This is an optimization exercise on Yosys and OpenROAD, whose aim is small area, not a production implementation. Only simulation tests tie the RTL to the original design; equivalence was not proved. Power and IR drop assume default switching activity. The flow treats the clock pin as an ideal source, which a real chip does not have.

// i2c_slave_regfile
module i2c_slave_regfile #(
  parameter logic [6:0]  DEV_ADDR = 7'h5D,
  parameter int unsigned FILT_LEN = 4,
  parameter logic [7:0]  RST_VAL  = 8'h00
) (
  input  logic       iCLK,
  input  logic       iRST,
  input  logic       iSCL,
  input  logic       iSDA,
  output logic       oSDA_OE,
  input  logic [7:0] iHOST_ADDR,
  output logic [7:0] oHOST_DATA,
  output logic       oWR_STB,
  output logic [7:0] oWR_ADDR,
  output logic [7:0] oWR_DATA,
  output logic       oBUSY
);
  typedef enum logic [3:0] {
    S_IDLE, S_ADDR, S_ADDR_ACK, S_IGNORE,
    S_SUB, S_SUB_ACK, S_WDATA, S_WDATA_ACK,
    S_RDATA, S_RDATA_ACK
  } state_e;
  localparam int NHEAD = 4;
  localparam int SPAN  = 256 / NHEAD;        
  localparam int SB    = 6;                  
  localparam int HB    = 8 - SB;             
  logic [1:0] scl_sync_q, scl_sync_d;
  logic [1:0] sda_sync_q, sda_sync_d;
  localparam int CW = (FILT_LEN <= 2) ? 1 : (FILT_LEN <= 4) ? 2 : (FILT_LEN <= 8) ? 3 : 4;
  logic [CW-1:0] scl_cnt_q, scl_cnt_d;
  logic [CW-1:0] sda_cnt_q, sda_cnt_d;
  logic       scl_f_q, scl_f_d, sda_f_q, sda_f_d;
  logic       scl_p_q, scl_p_d, sda_p_q, sda_p_d;
  state_e     state_q, state_d;
  logic [2:0] bit_cnt_q, bit_cnt_d;
  logic       byte_rdy_q, byte_rdy_d;
  logic [7:0] shift_q, shift_d;
  logic [7:0] ptr_q, ptr_d;
  logic       oe_q, oe_d;
  logic       stb_q, stb_d;
  logic [7:0] wa_q, wa_d, wd_q, wd_d;
  logic [7:0] hd_q, hd_d;
  logic       mem_we;
  logic       rw_q, rw_d;
  logic [2047:0] ring_q, ring_d;
  logic [7:0]    rot_q;
  logic          cdone_q;                    
  logic          pend_q;
  logic [7:0]    pf_q, pf_d;
  logic       scl_rise, scl_fall, start_c, stop_c;
  logic       rx, done, addr_ok;
  logic [7:0] nxt_ptr;
  localparam logic [CW-1:0] FILT_MAX = CW'(FILT_LEN - 1);
  function automatic logic [CW:0] filt_step(
    input logic          s,
    input logic          f,
    input logic [CW-1:0] c
  );
    if (s == f)
      filt_step = {f, CW'(0)};
    else if (c == FILT_MAX)
      filt_step = {s, CW'(0)};
    else
      filt_step = {f, c + CW'(1)};
  endfunction
  assign scl_rise = scl_f_q & ~scl_p_q;
  assign scl_fall = ~scl_f_q & scl_p_q;
  assign start_c  = scl_f_q & scl_p_q & sda_p_q & ~sda_f_q;
  ...
clock: 10.0 ns
lec_check: 0
cap_margin: 20
core_margin: 2
core_utilization: 40
slew_margin: 20
synth_hierarchical: 1
synth_minimum_keep_size: 0
standard.sh (not shown) runs the stock make flow with config.mk's settings and CLKGATE_MAP_FILE= SYNTH_SCRIPT=/design/flow/synth_recipe.tcl, a recipe that flattens the netlist after the stock synthesis.
==> flow/flow/run.sh <==
#!/bin/bash
# Layout flow: the standard ORFS flow (standard.sh, unchanged synthesis,
# floorplan, power grid, placement, routing), with two layout choices changed:
#  - clock tree: sinks clustered 30 per leaf buffer within 100 um, and no
#    dummy balancing loads;
#  - port buffers: the smallest buffer (buf_1) instead of clkdlybuf4s50_1.
# All tool output goes to flow_make.log here and ORFS's own logs under orfs/logs.
set -euo pipefail
export CTS_ARGS="-sink_clustering_enable -repair_clock_nets -sink_clustering_size 30 -sink_clustering_max_diameter 100 -dont_use_dummy_load"
export BUFFER_PORTS_ARGS="-buffer_cell sky130_fd_sc_hd__buf_1"
bash standard.sh > flow_make.log 2>&1
==> next run, changes <==
==> flow/run.sh (new file) <==
#!/bin/bash
# synth_recipe.tcl (not shown) runs the flow's synth.tcl, then flattens the netlist and writes it again
# the make line also repeats each setting of config.mk as NAME=value (left out here)
make -C /OpenROAD-flow-scripts/flow DESIGN_CONFIG=/design/flow/config.mk WORK_HOME=/design/flow/orfs CLKGATE_MAP_FILE= SYNTH_SCRIPT=/design/flow/synth_recipe.tcl finish
- CTS_CLUSTER_DIAMETER: not set -> 80
- CTS_CLUSTER_SIZE: not set -> 24
removed: flow/flow/run.sh
removed: flow/standard.sh
=> Area after synthesis is unchanged; register-to-register slack improves by 0.29 ns; clock power increases by 14%.
==> next run, changes <==
- CORE_UTILIZATION: 40 -> 60
- CTS_CLUSTER_DIAMETER: 80 -> 100
- CTS_CLUSTER_SIZE: 24 -> 30
Setup slack degrades by 0.20 ns. Via count climbs by a few percent. Non-clock buffer count is lower by 6. Total power drops by a few percent. Utilization rises by 21 points. Design area goes down by a few percent. Clock power falls by roughly a tenth. Sequential share of layout area came out higher by 1.6 points.
==> next run, changes <==
- CORE_UTILIZATION: 60 -> 40
Effect: Power barely changes; setup slack improves by 0.20 ns; non-clock buffer count went up by 6; sequential power is about the same; die area went up by about 50%; sequential cell count is unchanged.

## what the ideal ports hide
The flow's constraints put no driver on any port. The routed layouts listed below were extracted and timed again, unchanged, in two steps. Step 1 assumes that a clkbuf_16 drives the clock port and a buf_2 every other input. Step 2, shift: input delay + t, output delay - t, t = (earliest + latest rising clock arrival at the registers) / 2. This alone moves slack from input paths to output paths. Three values: ideal, step 1, step 2; two values: the first two.
| run | t, ns | slack for setup (ns) | clock arrival spread, ns | slew at the worst register clock pin (ns) |
|---|---|---|---|---|
| the first run | 0.776 | 2.553 / 2.612 / 1.835 | 0.075 / 0.075 | 0.11 / 0.11 |
| the second run | 0.786 | 2.442 / 2.496 / 1.709 | 0.043 / 0.043 | 0.10 / 0.10 |
| the third run | 0.774 | 2.242 / 2.282 / 1.508 | 0.043 / 0.043 | 0.12 / 0.12 |
| the fourth run | 0.766 | 2.438 / 2.485 / 1.718 | 0.047 / 0.047 | 0.12 / 0.12 |
After both steps setup and hold are still met in every run listed. For the third run, which loses most, drivers alone change the setup slack by +0.040 ns; drivers and shift together by -0.734 ns.
